What follows belongs to an exercise in optimizing a design on an open flow for small area, a short achievable clock period and few clock cycles per item; a production flow would make more cautious choices.
Function was not checked in any run shown here: the RTL went through the layout flow alone.
Power is estimated from default activity; no workload was simulated.

==> flow/design.v (outline; a module is shown in full before it is edited, if it fits) <==
// module mulCore: 1590 lines
// module multiplierTop: 75 lines
module multiplierTop (
	input logic clk,
	input logic reset,
	input logic inValid,
	output logic inReady,
	input logic [35:0] inOperands,
	output logic outValid,
	input logic outReady,
	output logic [35:0] outProduct
);
  // ...
==> flow/run.sh <==
#!/bin/bash
# synth_recipe.tcl (not shown) runs the flow's synth.tcl, then flattens the netlist and writes it again
# the make line also repeats each setting of config.mk as NAME=value (left out here)
make -C /OpenROAD-flow-scripts/flow DESIGN_CONFIG=/design/flow/config.mk WORK_HOME=/design/flow/orfs CLKGATE_MAP_FILE= SYNTH_SCRIPT=/design/flow/synth_recipe.tcl finish
==> flow/config.mk <==
export PLATFORM = sky130hd
export DESIGN_NAME = multiplierTop
export DESIGN_NICKNAME = multiplierTop
export VERILOG_FILES = /design/flow/design.v
export SDC_FILE = /design/flow/constraint.sdc
export NUM_CORES = 4
export LEC_CHECK = 0
export CAP_MARGIN = 20
export CORE_MARGIN = 2
export CORE_UTILIZATION = 40
export SETUP_SLACK_MARGIN = 2.8
export SLEW_MARGIN = 20
==> flow/constraint.sdc <==
create_clock -name core_clock -period 5.0 [get_ports {clk}]
set_input_delay 1.0000 -clock core_clock [delete_from_list [all_inputs] [get_ports {clk}]]
set_output_delay 1.0000 -clock core_clock [all_outputs]
set_load 0.01 [all_outputs]
==> metrics.md, run 1 <==
| Metric | Value |
|---|---|
| Status | `no timing/DRC/antenna violations` |
| Pint | `~9400 uW` |
| Fin cells | `~2100` |
| Filler instances | `about 3800` |
| Crit end category | `register` |
| Core Rows | `a little under 80` |
| Crit path from | `mulCore_inst.r1_452` |
| Iter 0 DRT Violations | `between 600 and 700` |
| Metal1 wirelength | `approximately 18000 um` |
| Layout cells sized above 1 | `34.60%` |
| Reg area | `between 10000 and 15000 um2` |
| Comb. pwr | `roughly 5200 uW` |
| IO Port Bufs | `77` |
| Sequential share of cell area | `42.56%` |
| Top routing layer used | `met4` |
| Synth warn | `3` |
| # Taps | `600` |
| Yosys cell types | `50` |
| Clock power share | `a little under a quarter` |
| Multiplexer share of the synthesized area | `around 2.2%` |
| Post-DR vias/cell | `around 5.1` |
| H-tree depth | `2` |
| Deepest clock path buffer count | `3` |
| Largest cells by area after synthesis | `edfxtp_1, fa_1, xnor2_1` |
| Finished Cell Area | `between 20000 and 25000 um2` |
| Max transition margin | `around two thirds` |
| Final nets | `between 1500 and 2000` |
| Compound-Gate Fraction of Synth Area | `under 10%` |
| Cell Pwr Density | `around 560 nW/um2` |
| WS Path Type | `reg2reg` |
| Die area | `47940 um2` |
| Most frequent cells in the layout | `edfxtp_1, xnor2_1, buf_4` |
| XOR/XNOR Fraction of Synth Area | `under 10%` |
| Reg2Reg Setup Slack | `about 2.6 ns` |
| FF-to-FF path depth | `6` |
| Syn_nets | `roughly 1500` |
| Final WS setup | `approximately 2.6 ns` |
| Global-route wire length before repair | `around 63000 um` |
| Wire per inst | `roughly 19 um` |
| #MultiIn Comb | `between 700 and 800` |
| Post-CTS resize count | `about 180` |
| Largest family of logic cells by synthesized area | `adder cells` |
| Required @ worst endpoint | `5.30 ns` |
==> run 2: changes to the inputs <==
--- a/flow/design.v
+++ b/flow/design.v
@@ -484,62 +484,16 @@
 	wire w619;
 	wire w620;
 	wire w621;
 	wire w622;
 	wire w623;
 	wire w624;
 	wire w625;
 	wire [12:0] lo626;
-	wire w627;
-	wire w628;
-	wire w629;
-	wire w630;
-	wire w631;
-	wire w632;
-	wire w633;
-	wire w634;
-	wire w635;
-	wire w636;
-	wire w637;
-	wire w638;
-	wire w639;
-	wire w640;
-	wire w641;
-	wire w642;
-	wire w643;
-	wire w644;
-	wire w645;
-	wire w646;
-	wire w647;
-	wire w648;
-	wire w649;
-	wire w650;
-	wire w651;
-	wire w652;
-	wire w653;
-	wire w654;
-	wire w655;
-	wire w656;
-	wire w657;
-	wire w658;
-	wire w659;
-	wire w660;
-	wire w661;
-	wire w662;
-	wire w663;
-	wire w664;
-	wire w665;
-	wire w666;
-	wire w667;
-	wire w668;
-	wire w669;
-	wire w670;
-	wire w671;
-	wire w672;
 	reg r0_19;
 	reg r0_20;
 	reg r0_21;
 	reg r0_22;
 	reg r0_23;
 	reg r0_24;
 	reg r0_25;
 	reg r0_26;
@@ -678,75 +632,75 @@
 	reg r1_500;
 	reg r1_501;
 	reg r1_502;
 	reg r1_503;
 	reg r1_504;
 	reg r1_505;
 	reg r1_506;
 	reg r1_507;
+	reg r2_627;
+	reg r2_628;
+	reg r2_629;
+	reg r2_630;
+	reg r2_631;
+	reg r2_632;
+	reg r2_633;
+	reg r2_634;
+	reg r2_635;
+	reg r2_636;
+	reg r2_637;
+	reg r2_638;
+	reg r2_639;
+	reg r2_640;
+	reg r2_641;
+	reg r2_642;
+	reg r2_643;
+	reg r2_644;
+	reg r2_645;
+	reg r2_646;
+	reg r2_647;
+	reg r2_648;
+	reg r2_649;
+	reg r2_650;
+	reg r2_651;
+	reg r2_652;
+	reg r2_653;
+	reg r2_654;
+	reg r2_655;
+	reg r2_656;
+	reg r2_657;
+	reg r2_658;
+	reg r2_659;
+	reg r2_660;
+	reg r2_661;
+	reg r2_662;
+	reg r2_663;
+	reg r2_664;
+	reg r2_665;
+	reg r2_666;
+	reg r2_667;
+	reg r2_668;
+	reg r2_669;
+	reg r2_670;
+	reg r2_671;
+	reg r2_672;
 	reg r2_673;
 	reg r2_674;
 	reg r2_675;
 	reg r2_676;
 	reg r2_677;
 	reg r2_678;
 	reg r2_679;
 	reg r2_680;
 	reg r2_681;
 	reg r2_682;
 	reg r2_683;
 	reg r2_684;
 	reg r2_685;
-	reg r2_686;
-	reg r2_687;
-	reg r2_688;
-	reg r2_689;
-	reg r2_690;
-	reg r2_691;
-	reg r2_692;
-	reg r2_693;
-	reg r2_694;
-	reg r2_695;
-	reg r2_696;
-	reg r2_697;
-	reg r2_698;
-	reg r2_699;
-	reg r2_700;
-	reg r2_701;
-	reg r2_702;
-	reg r2_703;
-	reg r2_704;
-	reg r2_705;
-	reg r2_706;
-	reg r2_707;
-	reg r2_708;
-	reg r2_709;
-	reg r2_710;
-	reg r2_711;
-	reg r2_712;
-	reg r2_713;
-	reg r2_714;
-	reg r2_715;
-	reg r2_716;
-	reg r2_717;
-	reg r2_718;
-	reg r2_719;
-	reg r2_720;
-	reg r2_721;
-	reg r2_722;
-	reg r2_723;
-	reg r2_724;
-	reg r2_725;
-	reg r2_726;
-	reg r2_727;
-	reg r2_728;
-	reg r2_729;
-	reg r2_730;
-	reg r2_731;
 	assign w1 = ops[0];
 	assign w2 = ops[1] & ~ops[0];
 	assign w3 = ops[2] ^ ops[1];
 	assign w4 = (ops[3] & ~ops[2] & ~ops[1]) | (~ops[3] & ops[2] & ops[1]);
 	assign w5 = ops[4] ^ ops[3];
 	assign w6 = (ops[5] & ~ops[4] & ~ops[3]) | (~ops[5] & ops[4] & ops[3]);
 	assign w7 = ops[6] ^ ops[5];
 	assign w8 = (ops[7] & ~ops[6] & ~ops[5]) | (~ops[7] & ops[6] & ops[5]);
@@ -1215,62 +1169,16 @@
 	assign w619 = r1_497 & r1_498;
 	assign w620 = r1_499 ^ r1_500 ^ r1_501;
 	assign w621 = (r1_499 & r1_500) | (r1_499 & r1_501) | (r1_500 & r1_501);
 	assign w622 = r1_502 ^ r1_503;
 	assign w623 = r1_502 & r1_503;
 	assign w624 = 1'b1 ^ r1_505;
 	assign w625 = 1'b1 & r1_505;
 	assign lo626 = {1'b0, w525, w522, w518, w515, w513, w511, w509, r1_412, r1_409, r1_408, r1_407, r1_405} + {1'b0, w528, w524, w520, w516, w514, w512, w510, w508, 1'b0, 1'b0, 1'b0, r1_406};
-	assign w627 = w529 ^ w532;
-	assign w628 = w529 & w532;
-	assign w629 = w536 ^ w538;
-	assign w630 = w536 & w538;
-	assign w631 = w542 ^ w544;
-	assign w632 = w542 & w544;
-	assign w633 = w545 ^ w550;
-	assign w634 = w545 & w550;
-	assign w635 = w551 ^ w556;
-	assign w636 = w551 & w556;
-	assign w637 = w557 ^ w562;
-	assign w638 = w557 & w562;
-	assign w639 = w563 ^ w568;
-	assign w640 = w563 & w568;
-	assign w641 = w574 ^ w569;
-	assign w642 = w574 & w569;
-	assign w643 = w575 ^ w580;
-	assign w644 = w575 & w580;
-	assign w645 = w586 ^ w581;
-	assign w646 = w586 & w581;
-	assign w647 = w587 ^ w592;
-	assign w648 = w587 & w592;
-	assign w649 = w598 ^ w593;
-	assign w650 = w598 & w593;
-	assign w651 = w599 ^ w602;
-	assign w652 = w599 & w602;
-	assign w653 = w606 ^ w603;
-	assign w654 = w606 & w603;
-	assign w655 = w607 ^ w610;
-	assign w656 = w607 & w610;
-	assign w657 = w614 ^ w611;
-	assign w658 = w614 & w611;
-	assign w659 = w615 ^ w616;
-	assign w660 = w615 & w616;
-	assign w661 = w618 ^ w617;
-	assign w662 = w618 & w617;
-	assign w663 = w619 ^ w620;
-	assign w664 = w619 & w620;
-	assign w665 = w622 ^ w621;
-	assign w666 = w622 & w621;
-	assign w667 = r1_504 ^ w623;
-	assign w668 = r1_504 & w623;
-	assign w669 = r1_506 ^ w624;
-	assign w670 = r1_506 & w624;
-	assign w671 = r1_507 ^ w625;
-	assign w672 = r1_507 & w625;
 	always @(posedge clk) begin
 		if (en[0]) begin
 			r0_19 <= ops[18];
 			r0_20 <= ops[19];
 			r0_21 <= ops[20];
 			r0_22 <= ops[21];
 			r0_23 <= ops[22];
 			r0_24 <= ops[23];
@@ -1419,186 +1327,234 @@
 			r1_504 <= w403;
 			r1_505 <= w233;
 			r1_506 <= w404;
 			r1_507 <= w234;
 		end
 	end
 	always @(posedge clk) begin
 		if (en[2]) begin
-			r2_673 <= lo626[0];
-			r2_674 <= lo626[1];
-			r2_675 <= lo626[2];
-			r2_676 <= lo626[3];
-			r2_677 <= lo626[4];
-			r2_678 <= lo626[5];
-			r2_679 <= lo626[6];
-			r2_680 <= lo626[7];
-			r2_681 <= lo626[8];
-			r2_682 <= lo626[9];
-			r2_683 <= lo626[10];
-			r2_684 <= lo626[11];
-			r2_685 <= lo626[12];
-			r2_686 <= w627;
-			r2_687 <= w628;
-			r2_688 <= w629;
-			r2_689 <= w630;
-			r2_690 <= w631;
-			r2_691 <= w632;
-			r2_692 <= w633;
-			r2_693 <= w634;
-			r2_694 <= w635;
-			r2_695 <= w636;
-			r2_696 <= w637;
-			r2_697 <= w638;
-			r2_698 <= w639;
-			r2_699 <= w640;
-			r2_700 <= w641;
-			r2_701 <= w642;
-			r2_702 <= w643;
-			r2_703 <= w644;
-			r2_704 <= w645;
-			r2_705 <= w646;
-			r2_706 <= w647;
-			r2_707 <= w648;
-			r2_708 <= w649;
-			r2_709 <= w650;
-			r2_710 <= w651;
-			r2_711 <= w652;
-			r2_712 <= w653;
-			r2_713 <= w654;
-			r2_714 <= w655;
-			r2_715 <= w656;
-			r2_716 <= w657;
-			r2_717 <= w658;
-			r2_718 <= w659;
-			r2_719 <= w660;
-			r2_720 <= w661;
-			r2_721 <= w662;
-			r2_722 <= w663;
-			r2_723 <= w664;
-			r2_724 <= w665;
-			r2_725 <= w666;
-			r2_726 <= w667;
-			r2_727 <= w668;
-			r2_728 <= w669;
-			r2_729 <= w670;
-			r2_730 <= w671;
-			r2_731 <= w672;
+			r2_627 <= lo626[0];
+			r2_628 <= lo626[1];
+			r2_629 <= lo626[2];
+			r2_630 <= lo626[3];
+			r2_631 <= lo626[4];
+			r2_632 <= lo626[5];
+			r2_633 <= lo626[6];
+			r2_634 <= lo626[7];
+			r2_635 <= lo626[8];
+			r2_636 <= lo626[9];
+			r2_637 <= lo626[10];
+			r2_638 <= lo626[11];
+			r2_639 <= lo626[12];
+			r2_640 <= w529;
+			r2_641 <= w532;
+			r2_642 <= w536;
+			r2_643 <= w538;
+			r2_644 <= w542;
+			r2_645 <= w544;
+			r2_646 <= w545;
+			r2_647 <= w550;
+			r2_648 <= w551;
+			r2_649 <= w556;
+			r2_650 <= w557;
+			r2_651 <= w562;
+			r2_652 <= w563;
+			r2_653 <= w568;
+			r2_654 <= w574;
+			r2_655 <= w569;
+			r2_656 <= w575;
+			r2_657 <= w580;
+			r2_658 <= w586;
+			r2_659 <= w581;
+			r2_660 <= w587;
+			r2_661 <= w592;
+			r2_662 <= w598;
+			r2_663 <= w593;
+			r2_664 <= w599;
+			r2_665 <= w602;
+			r2_666 <= w606;
+			r2_667 <= w603;
+			r2_668 <= w607;
+			r2_669 <= w610;
+			r2_670 <= w614;
+			r2_671 <= w611;
+			r2_672 <= w615;
+			r2_673 <= w616;
+			r2_674 <= w618;
+			r2_675 <= w617;
+			r2_676 <= w619;
+			r2_677 <= w620;
+			r2_678 <= w622;
+			r2_679 <= w621;
+			r2_680 <= r1_504;
+			r2_681 <= w623;
+			r2_682 <= r1_506;
+			r2_683 <= w624;
+			r2_684 <= r1_507;
+			r2_685 <= w625;
 		end
 	end
-	wire pf1 = r2_687 | (r2_686 & r2_685);
-	wire pf2 = r2_691 | (r2_690 & r2_689);
-	wire pf3 = r2_690 & r2_688;
-	wire pf4 = r2_695 | (r2_694 & r2_693);
-	wire pf5 = r2_694 & r2_692;
-	wire pf6 = r2_699 | (r2_698 & r2_697);
-	wire pf7 = r2_698 & r2_696;
-	wire pf8 = r2_703 | (r2_702 & r2_701);
-	wire pf9 = r2_702 & r2_700;
-	wire pf10 = r2_707 | (r2_706 & r2_705);
-	wire pf11 = r2_706 & r2_704;
-	wire pf12 = r2_711 | (r2_710 & r2_709);
-	wire pf13 = r2_710 & r2_708;
-	wire pf14 = r2_715 | (r2_714 & r2_713);
-	wire pf15 = r2_714 & r2_712;
-	wire pf16 = r2_719 | (r2_718 & r2_717);
-	wire pf17 = r2_718 & r2_716;
-	wire pf18 = r2_723 | (r2_722 & r2_721);
-	wire pf19 = r2_722 & r2_720;
-	wire pf20 = r2_727 | (r2_726 & r2_725);
-	wire pf21 = r2_726 & r2_724;
-	wire pf22 = r2_731 | (r2_730 & r2_729);
-	wire pf23 = r2_730 & r2_728;
-	wire pf24 = r2_689 | (r2_688 & pf1);
-	wire pf25 = pf2 | (pf3 & pf1);
-	wire pf26 = r2_697 | (r2_696 & pf4);
-	wire pf27 = r2_696 & pf5;
-	wire pf28 = pf6 | (pf7 & pf4);
-	wire pf29 = pf7 & pf5;
-	wire pf30 = r2_705 | (r2_704 & pf8);
-	wire pf31 = r2_704 & pf9;
-	wire pf32 = pf10 | (pf11 & pf8);
-	wire pf33 = pf11 & pf9;
-	wire pf34 = r2_713 | (r2_712 & pf12);
-	wire pf35 = r2_712 & pf13;
-	wire pf36 = pf14 | (pf15 & pf12);
-	wire pf37 = pf15 & pf13;
-	wire pf38 = r2_721 | (r2_720 & pf16);
-	wire pf39 = r2_720 & pf17;
-	wire pf40 = pf18 | (pf19 & pf16);
-	wire pf41 = pf19 & pf17;
-	wire pf42 = r2_729 | (r2_728 & pf20);
-	wire pf43 = r2_728 & pf21;
-	wire pf44 = pf22 | (pf23 & pf20);
-	wire pf45 = pf23 & pf21;
-	wire pf46 = r2_693 | (r2_692 & pf25);
-	wire pf47 = pf4 | (pf5 & pf25);
-	wire pf48 = pf26 | (pf27 & pf25);
-	wire pf49 = pf28 | (pf29 & pf25);
-	wire pf50 = r2_709 | (r2_708 & pf32);
-	wire pf51 = r2_708 & pf33;
-	wire pf52 = pf12 | (pf13 & pf32);
-	wire pf53 = pf13 & pf33;
-	wire pf54 = pf34 | (pf35 & pf32);
-	wire pf55 = pf35 & pf33;
-	wire pf56 = pf36 | (pf37 & pf32);
-	wire pf57 = pf37 & pf33;
-	wire pf58 = r2_725 | (r2_724 & pf40);
-	wire pf59 = r2_724 & pf41;
-	wire pf60 = pf20 | (pf21 & pf40);
-	wire pf61 = pf21 & pf41;
-	wire pf62 = pf42 | (pf43 & pf40);
-	wire pf63 = pf43 & pf41;
-	wire pf64 = pf44 | (pf45 & pf40);
-	wire pf65 = pf45 & pf41;
-	wire pf66 = r2_701 | (r2_700 & pf49);
-	wire pf67 = pf8 | (pf9 & pf49);
-	wire pf68 = pf30 | (pf31 & pf49);
-	wire pf69 = pf32 | (pf33 & pf49);
-	wire pf70 = pf50 | (pf51 & pf49);
-	wire pf71 = pf52 | (pf53 & pf49);
-	wire pf72 = pf54 | (pf55 & pf49);
-	wire pf73 = pf56 | (pf57 & pf49);
-	wire pf74 = 1'b0 | (1'b1 & pf64);
-	wire pf75 = 1'b1 & pf65;
-	wire pf76 = r2_717 | (r2_716 & pf73);
-	wire pf77 = pf16 | (pf17 & pf73);
-	wire pf78 = pf38 | (pf39 & pf73);
-	wire pf79 = pf40 | (pf41 & pf73);
-	wire pf80 = pf58 | (pf59 & pf73);
-	wire pf81 = pf60 | (pf61 & pf73);
-	wire pf82 = pf62 | (pf63 & pf73);
-	wire pf83 = pf64 | (pf65 & pf73);
-	wire pf84 = pf74 | (pf75 & pf73);
-	wire pf85 = r2_686 ^ r2_685;
-	wire pf86 = r2_688 ^ pf1;
-	wire pf87 = r2_690 ^ pf24;
-	wire pf88 = r2_692 ^ pf25;
-	wire pf89 = r2_694 ^ pf46;
-	wire pf90 = r2_696 ^ pf47;
-	wire pf91 = r2_698 ^ pf48;
-	wire pf92 = r2_700 ^ pf49;
-	wire pf93 = r2_702 ^ pf66;
-	wire pf94 = r2_704 ^ pf67;
-	wire pf95 = r2_706 ^ pf68;
-	wire pf96 = r2_708 ^ pf69;
-	wire pf97 = r2_710 ^ pf70;
-	wire pf98 = r2_712 ^ pf71;
-	wire pf99 = r2_714 ^ pf72;
-	wire pf100 = r2_716 ^ pf73;
-	wire pf101 = r2_718 ^ pf76;
-	wire pf102 = r2_720 ^ pf77;
-	wire pf103 = r2_722 ^ pf78;
-	wire pf104 = r2_724 ^ pf79;
-	wire pf105 = r2_726 ^ pf80;
-	wire pf106 = r2_728 ^ pf81;
-	wire pf107 = r2_730 ^ pf82;
-	wire pf108 = 1'b1 ^ pf83;
-	assign prod = {pf108, pf107, pf106, pf105, pf104, pf103, pf102, pf101, pf100, pf99, pf98, pf97, pf96, pf95, pf94, pf93, pf92, pf91, pf90, pf89, pf88, pf87, pf86, pf85, r2_684, r2_683, r2_682, r2_681, r2_680, r2_679, r2_678, r2_677, r2_676, r2_675, r2_674, r2_673};
+	wire [23:0] hiA = {1'b1, r2_684, r2_682, r2_680, r2_678, r2_676, r2_674, r2_672, r2_670, r2_668, r2_666, r2_664, r2_662, r2_660, r2_658, r2_656, r2_654, r2_652, r2_650, r2_648, r2_646, r2_644, r2_642, r2_640};
+	wire [23:0] hiB = {1'b0, r2_685, r2_683, r2_681, r2_679, r2_677, r2_675, r2_673, r2_671, r2_669, r2_667, r2_665, r2_663, r2_661, r2_659, r2_657, r2_655, r2_653, r2_651, r2_649, r2_647, r2_645, r2_643, r2_641};
+	wire sk1 = r2_640 ^ r2_641;
+	wire sk2 = r2_640 & r2_641;
+	wire sk3 = r2_642 ^ r2_643;
+	wire sk4 = r2_642 & r2_643;
+	wire sk5 = r2_644 ^ r2_645;
+	wire sk6 = r2_644 & r2_645;
+	wire sk7 = r2_646 ^ r2_647;
+	wire sk8 = r2_646 & r2_647;
+	wire sk9 = r2_648 ^ r2_649;
+	wire sk10 = r2_648 & r2_649;
+	wire sk11 = r2_650 ^ r2_651;
+	wire sk12 = r2_650 & r2_651;
+	wire sk13 = r2_652 ^ r2_653;
+	wire sk14 = r2_652 & r2_653;
+	wire sk15 = r2_654 ^ r2_655;
+	wire sk16 = r2_654 & r2_655;
+	wire sk17 = r2_656 ^ r2_657;
+	wire sk18 = r2_656 & r2_657;
+	wire sk19 = r2_658 ^ r2_659;
+	wire sk20 = r2_658 & r2_659;
+	wire sk21 = r2_660 ^ r2_661;
+	wire sk22 = r2_660 & r2_661;
+	wire sk23 = r2_662 ^ r2_663;
+	wire sk24 = r2_662 & r2_663;
+	wire sk25 = r2_664 ^ r2_665;
+	wire sk26 = r2_664 & r2_665;
+	wire sk27 = r2_666 ^ r2_667;
+	wire sk28 = r2_666 & r2_667;
+	wire sk29 = r2_668 ^ r2_669;
+	wire sk30 = r2_668 & r2_669;
+	wire sk31 = r2_670 ^ r2_671;
+	wire sk32 = r2_670 & r2_671;
+	wire sk33 = r2_672 ^ r2_673;
+	wire sk34 = r2_672 & r2_673;
+	wire sk35 = r2_674 ^ r2_675;
+	wire sk36 = r2_674 & r2_675;
+	wire sk37 = r2_676 ^ r2_677;
+	wire sk38 = r2_676 & r2_677;
+	wire sk39 = r2_678 ^ r2_679;
+	wire sk40 = r2_678 & r2_679;
+	wire sk41 = r2_680 ^ r2_681;
+	wire sk42 = r2_680 & r2_681;
+	wire sk43 = r2_682 ^ r2_683;
+	wire sk44 = r2_682 & r2_683;
+	wire sk45 = r2_684 ^ r2_685;
+	wire sk46 = r2_684 & r2_685;
+	wire sk47 = sk2 | (sk1 & r2_639);
+	wire sk48 = sk6 | (sk5 & sk4);
+	wire sk49 = sk5 & sk3;
+	wire sk50 = sk10 | (sk9 & sk8);
+	wire sk51 = sk9 & sk7;
+	wire sk52 = sk14 | (sk13 & sk12);
+	wire sk53 = sk13 & sk11;
+	wire sk54 = sk18 | (sk17 & sk16);
+	wire sk55 = sk17 & sk15;
+	wire sk56 = sk22 | (sk21 & sk20);
+	wire sk57 = sk21 & sk19;
+	wire sk58 = sk26 | (sk25 & sk24);
+	wire sk59 = sk25 & sk23;
+	wire sk60 = sk30 | (sk29 & sk28);
+	wire sk61 = sk29 & sk27;
+	wire sk62 = sk34 | (sk33 & sk32);
+	wire sk63 = sk33 & sk31;
+	wire sk64 = sk38 | (sk37 & sk36);
+	wire sk65 = sk37 & sk35;
+	wire sk66 = sk42 | (sk41 & sk40);
+	wire sk67 = sk41 & sk39;
+	wire sk68 = sk46 | (sk45 & sk44);
+	wire sk69 = sk45 & sk43;
+	wire sk70 = sk4 | (sk3 & sk47);
+	wire sk71 = sk48 | (sk49 & sk47);
+	wire sk72 = sk12 | (sk11 & sk50);
+	wire sk73 = sk11 & sk51;
+	wire sk74 = sk52 | (sk53 & sk50);
+	wire sk75 = sk53 & sk51;
+	wire sk76 = sk20 | (sk19 & sk54);
+	wire sk77 = sk19 & sk55;
+	wire sk78 = sk56 | (sk57 & sk54);
+	wire sk79 = sk57 & sk55;
+	wire sk80 = sk28 | (sk27 & sk58);
+	wire sk81 = sk27 & sk59;
+	wire sk82 = sk60 | (sk61 & sk58);
+	wire sk83 = sk61 & sk59;
+	wire sk84 = sk36 | (sk35 & sk62);
+	wire sk85 = sk35 & sk63;
+	wire sk86 = sk64 | (sk65 & sk62);
+	wire sk87 = sk65 & sk63;
+	wire sk88 = sk44 | (sk43 & sk66);
+	wire sk89 = sk43 & sk67;
+	wire sk90 = sk68 | (sk69 & sk66);
+	wire sk91 = sk69 & sk67;
+	wire sk92 = sk8 | (sk7 & sk71);
+	wire sk93 = sk50 | (sk51 & sk71);
+	wire sk94 = sk72 | (sk73 & sk71);
+	wire sk95 = sk74 | (sk75 & sk71);
+	wire sk96 = sk24 | (sk23 & sk78);
+	wire sk97 = sk23 & sk79;
+	wire sk98 = sk58 | (sk59 & sk78);
+	wire sk99 = sk59 & sk79;
+	wire sk100 = sk80 | (sk81 & sk78);
+	wire sk101 = sk81 & sk79;
+	wire sk102 = sk82 | (sk83 & sk78);
+	wire sk103 = sk83 & sk79;
+	wire sk104 = sk40 | (sk39 & sk86);
+	wire sk105 = sk39 & sk87;
+	wire sk106 = sk66 | (sk67 & sk86);
+	wire sk107 = sk67 & sk87;
+	wire sk108 = sk88 | (sk89 & sk86);
+	wire sk109 = sk89 & sk87;
+	wire sk110 = sk90 | (sk91 & sk86);
+	wire sk111 = sk91 & sk87;
+	wire sk112 = sk16 | (sk15 & sk95);
+	wire sk113 = sk54 | (sk55 & sk95);
+	wire sk114 = sk76 | (sk77 & sk95);
+	wire sk115 = sk78 | (sk79 & sk95);
+	wire sk116 = sk96 | (sk97 & sk95);
+	wire sk117 = sk98 | (sk99 & sk95);
+	wire sk118 = sk100 | (sk101 & sk95);
+	wire sk119 = sk102 | (sk103 & sk95);
+	wire sk120 = 1'b0 | (1'b1 & sk110);
+	wire sk121 = 1'b1 & sk111;
+	wire sk122 = sk32 | (sk31 & sk119);
+	wire sk123 = sk62 | (sk63 & sk119);
+	wire sk124 = sk84 | (sk85 & sk119);
+	wire sk125 = sk86 | (sk87 & sk119);
+	wire sk126 = sk104 | (sk105 & sk119);
+	wire sk127 = sk106 | (sk107 & sk119);
+	wire sk128 = sk108 | (sk109 & sk119);
+	wire sk129 = sk110 | (sk111 & sk119);
+	wire sk130 = sk120 | (sk121 & sk119);
+	wire sk131 = sk1 ^ r2_639;
+	wire sk132 = sk3 ^ sk47;
+	wire sk133 = sk5 ^ sk70;
+	wire sk134 = sk7 ^ sk71;
+	wire sk135 = sk9 ^ sk92;
+	wire sk136 = sk11 ^ sk93;
+	wire sk137 = sk13 ^ sk94;
+	wire sk138 = sk15 ^ sk95;
+	wire sk139 = sk17 ^ sk112;
+	wire sk140 = sk19 ^ sk113;
+	wire sk141 = sk21 ^ sk114;
+	wire sk142 = sk23 ^ sk115;
+	wire sk143 = sk25 ^ sk116;
+	wire sk144 = sk27 ^ sk117;
+	wire sk145 = sk29 ^ sk118;
+	wire sk146 = sk31 ^ sk119;
+	wire sk147 = sk33 ^ sk122;
+	wire sk148 = sk35 ^ sk123;
+	wire sk149 = sk37 ^ sk124;
+	wire sk150 = sk39 ^ sk125;
+	wire sk151 = sk41 ^ sk126;
+	wire sk152 = sk43 ^ sk127;
+	wire sk153 = sk45 ^ sk128;
+	wire sk154 = 1'b1 ^ sk129;
+	assign prod = {sk154, sk153, sk152, sk151, sk150, sk149, sk148, sk147, sk146, sk145, sk144, sk143, sk142, sk141, sk140, sk139, sk138, sk137, sk136, sk135, sk134, sk133, sk132, sk131, r2_638, r2_637, r2_636, r2_635, r2_634, r2_633, r2_632, r2_631, r2_630, r2_629, r2_628, r2_627};
 endmodule
 `default_nettype wire
 `default_nettype none
 module multiplierTop (
 	input logic clk,
 	input logic reset,
 	input logic inValid,
 	output logic inReady,
==> flow/config.mk (replaced) <==
export PLATFORM = sky130hd
export DESIGN_NAME = multiplierTop
export DESIGN_NICKNAME = multiplierTop
export VERILOG_FILES = /design/flow/design.v
export SDC_FILE = /design/flow/constraint.sdc
export NUM_CORES = 4
export LEC_CHECK = 0
export CAP_MARGIN = 20
export CORE_MARGIN = 2
export CORE_UTILIZATION = 40
export CTS_CLUSTER_DIAMETER = 70
export CTS_CLUSTER_SIZE = 30
export SETUP_SLACK_MARGIN = 2.8
export SLEW_MARGIN = 20
export TNS_END_PERCENT = 0
==> run 2 against run 1 <==
Compared with the run above:
- combinational power fell by 17%
- setup slack got worse by 0.067 ns
- final area fell by 7.8%
- clock power decreased by about 30%
- first-iteration DRC count increased by 30%
- cell count down 2.8%
- highest routed layer unchanged
==> metrics.md, run 2 <==
| Metric | Value |
|---|---|
| Critical Path Max Stage Delay | `0.52 ns (was 0.50 ns)` |
| Cell Pwr Density | `525.6 nW/um2 (was 563.8 nW/um2)` |
| Critical Path, Cell by Cell | `inv_1, clkdlybuf4s50_1 (was fa_2, fa_1, inv_1, fa_1, inv_1, ha_2)` |
| Fmax | `402.4 MHz (was 413.5 MHz)` |
| Largest family of logic cells by synthesized area | `adder cells (unchanged)` |
| H-tree depth | `1 (was 2)` |
| Ant diodes | `0 (unchanged)` |
| Yosys reg bits | `358 (unchanged)` |
| Die area | `47910 um2 (was 47940 um2)` |
| Syn_nets | `1535 (was 1524)` |
| All-layer global routing usage | `16.40% (was 17.15%)` |
| Asr flop ratio synth | `0% (unchanged)` |
| Number of flops mapped to enable cells by yosys | `315 (unchanged)` |
| Status | `no timing/DRC/antenna violations (unchanged)` |
| Initial antenna violation count | `0 (unchanged)` |
| Final worst path period share | `49.70% (was 48.37%)` |
| Core Rows | `78 (unchanged)` |
| DRC Markers | `0 (unchanged)` |
| Starting Density | `40.62% (was 40.64%)` |
| IO Port Bufs | `77 (unchanged)` |
| Mean post-synth cell area | `14.04 um2 (was 14.17 um2)` |
| Crit path max fanout | `2 (was 1)` |
| Global-route wire length before repair | `60760 um (was 62820 um)` |
| Reg2Reg Setup Slack | `2.52 ns (was 2.58 ns)` |
| Grt total ovfl | `0 (unchanged)` |
| FF-to-FF path depth | `8 (was 6)` |
| Static leakage | `0.008703 uW (was 0.009313 uW)` |
| Wire per inst | `18.42 um (was 18.84 um)` |
| Synth warn | `3 (unchanged)` |
| Clock Latency Late Sink | `0.56 ns (about the same)` |
| WS Path Type | `reg2out (was reg2reg)` |
| Cell accounting for the most synthesized area | `edfxtp_1 (unchanged)` |
| Hold path endpoint | `prodReg[4][11] (was prodReg[6][28])` |
| Synth top area share | `51.21% (was 51.18%)` |
| Slowest-stage cell, CP | `clkdlybuf4s50_1 (was fa_1)` |
| Final count of negative-setup-slack endpoints | `0 (unchanged)` |
| HP Start | `mulCore_inst.r2_638 (was prodReg[5][28])` |
| Placed cell count | `1911 (was 1899)` |
| RSZ-0062 raised after global routing | `true (unchanged)` |
| Post-Synth Adder-Cell Area | `16.92% (was 16.78%)` |
| Yosys cell types | `44 (was 50)` |
| Most frequent cells in the layout | `edfxtp_1, a22oi_1, xnor2_1 (was edfxtp_1, xnor2_1, buf_4)` |
| Total negative setup slack | `0 ns (unchanged)` |
| Biggest register | `prodReg (unchanged)` |
| Largest net degree at the start of global routing | `63 (was 60)` |
| Layout cells sized above 1 | `15.93% (was 34.60%)` |
| Die X-Extent | `218.9 um (was 219.0 um)` |
| Reg2reg start | `mulCore_inst.r2_649 (was mulCore_inst.r1_452)` |
| Iter 0 DRT Violations | `844 (was 651)` |
| Clock root buffer master | `clkbuf_16 (unchanged)` |
| Worst hold path type | `reg2reg (unchanged)` |
| XOR/XNOR Fraction of Synth Area | `9.720% (was 9.756%)` |
| Final GP Congestion | `0.8299 (was 0.8177)` |
| Core Region | `45480 um2 (unchanged)` |
| Max transition margin | `51.47% (was 66.92%)` |
| Count leader, synth | `edfxtp_1 (unchanged)` |
| Hold depth | `0 (unchanged)` |
| Syn Inst Count | `1316 (was 1304)` |
| Netlist Area Pre-Place | `18470 um2 (was 18480 um2)` |
| Fin cells | `2088 (was 2149)` |
| Tightest Pin Transition | `0.7279 ns (was 0.4823 ns)` |
| CTS tree | `built (unchanged)` |
| Post-synthesis sequential area ratio | `55.87% (was 55.84%)` |
| Drt pass-1 iters | `6 (was 5)` |
| Compound-Gate Fraction of Synth Area | `8.528% (was 8.666%)` |
| Required @ worst endpoint | `4.00 ns (was 5.30 ns)` |
| Synth Area in Simple Gates | `1.964% (was 2.268%)` |
| Post-DR vias/cell | `5.043 (was 5.060)` |
| CTS Buf Count | `25 (was 40)` |
| Vias | `10530 (was 10870)` |
| Synth cell count leaders | `edfxtp_1, a22oi_1, xnor2_1, inv_1, fa_1 (unchanged)` |
| Max reg flops | `108 (unchanged)` |
| WP data arrival | `1.49 ns (was 2.72 ns)` |
| Vias in the first global route | `10800 (was 11170)` |
| Period minus WS final | `2.485 ns (was 2.418 ns)` |
| Post-DP HPWL | `23930 um (was 23670 um)` |
| Worst setup SP type | `register (unchanged)` |
| Reg clk slew, reported paths | `0.09 ns (was 0.06 ns)` |
| Most used DFF post-synth | `edfxtp_1 (unchanged)` |
| VDD IR max | `262.5 uV (was 297.2 uV)` |
| RR Endpoint | `prodReg[4][27] (was mulCore_inst.r2_698)` |
| Final Hold Vio Count | `0 (unchanged)` |
| P&R area growth vs syn | `21.03% (was 31.24%)` |
| Slew Viols, Final | `0 (unchanged)` |
| DIE HEIGHT | `218.9 um (was 219.0 um)` |
| Antenna Nets Post-Route | `0 (unchanged)` |
| Final Skew | `0.01609 ns (was 0.01547 ns)` |
| Final nets | `1688 (was 1739)` |
| Crit end category | `output pin (was register)` |
| Multiplexer share of the synthesized area | `2.161% (was 2.153%)` |
| IO Count | `78 (unchanged)` |
| Routed Wire Length | `38460 um (was 40490 um)` |
| Largest cells by area after synthesis | `edfxtp_1, fa_1, xnor2_1 (unchanged)` |
| Most common cell after layout, fill and taps aside | `edfxtp_1 (unchanged)` |
| Top Registers | `prodReg x108, skidData x36, valid x6 (unchanged)` |
| Deepest clock path buffer count | `3 (unchanged)` |
| Max Cap Viol | `0 (unchanged)` |
| CTS Sinks | `358 (unchanged)` |
[run 2: changes by cell type after synthesis, sizes merged, moves of 4 or more]
cell | before | now
inv | 126 | 142
clkbuf | 57 | 61
fa | 113 | 118
ha | 67 | 61
nor3 | 9 | 4
o21ai | 18 | 22
[run 2: how the worst max path moves through the flow]
stage,from,to,cells past startpoint
6_report,skidValid,inReady,2
5_1_grt,mulCore_inst.r1_411,mulCore_inst.r2_638,9
4_1_cts,mulCore_inst.r2_648,prodReg[4][27],8
3_5_place_dp,outReady,mulCore_inst.r1_495,5
3_3_place_gp,outReady,mulCore_inst.r1_495,5
2_1_floorplan,outReady,mulCore_inst.r0_19,4
[run 2: final cells by class]
cell class	instances	area, um2
clock inverters	20	259.0
multi-input cells	722	7445
fillers	3910	23120
well taps	600	750.7
flip-flops and latches	358	10320
repair buffers	220	2412
inverters	142	536.8
clock buffers	26	629.4
[run 2: what timing repair did]
item | CTS | global route
hold buffers | 0 | 0
gates cloned | 0 | 1
endpoints found under the setup margin | 310 | 366
setup buffers | 119 | 11
pin swaps | 8 | 11
gates resized for setup | 18 | 8
[run 2: metrics by stage]
stage | setup slack (ns) | utilization [%] | hold WS [ns] | instance area [um2] | power (uW)
4_1_cts | 2.462 | 48.77 | 0.4173 | 22180 | 11820
2_1_floorplan | 1.478 | - | 0.4003 | 18500 | 7955
3_3_place_gp | 1.679 | 43.42 | 0.4020 | 19750 | 9177
6_report | 2.515 | 49.16 | 0.4177 | 22360 | 11750
3_5_place_dp | 1.598 | 43.45 | 0.4045 | 19760 | 9323
5_1_grt | 2.424 | 49.16 | 0.4191 | 22360 | 12730
[run 2: logic make-up after synthesis]
family | after synthesis
AO/OA/AOI/OAI | 220
adder cells (fa/ha/maj) | 179
multiplexers | 37
flip-flops | 358
XOR/XNOR | 205
AND/OR/NAND/NOR | 80
buffers and inverters | 237
[run 2: metal layers]
| layer | track usage (%) | vias up | wire length, um |
|---|---|---|---|
| met5 | 0 | - | 0 |
| met4 | 5.653 | 0 | 1091 |
| met3 | 2.994 | 82 | 3144 |
| met2 | 25.22 | 436 | 17240 |
| met1 | 23.44 | 5105 | 16980 |
| li1 | - | 4907 | - |
[run 2: report_power, final]
group | total, uW | switching (uW) | internal, uW
logic | 4340 | 2240 | 2110
clock network | 2170 | 1160 | 1020
registers | 5240 | 368 | 4870
[run 2: critical path, delay by kind of cell (launching register included)]
| family | cells | cell delay [ns] |
|---|---|---|
| buf+inv | 2 | 0.57 |
| flops | 1 | 0.36 |

[what the ideal ports hide]
How much do the figures lean on ideal ports? The routed layouts below were timed once more, with nothing changed but the port constraints. Step 1: set_driving_cell puts a clkbuf_16 on clk and a buf_2 on each other input, an assumption about the parent block. Step 2 times the ports against the registers' clock, not the clock port: input delays grow and output delays shrink by t, the midpoint of the rising clock arrivals with the driver on. Slacks: ideal ports / drivers / drivers and shift; pairs: ideal ports / drivers.
run | shift t [ns] | setup WS [ns] | latest minus earliest clock arrival (ns)
run 1 | 0.597 | 2.582 / 2.582 / 2.279 | 0.015 / 0.015
run 2 | 0.605 | 2.515 / 2.464 / 1.960 | 0.017 / 0.017
After both steps every run listed still meets setup and hold. For run 2, which loses most, drivers alone change the setup slack by -0.051 ns; drivers and shift together by -0.555 ns.
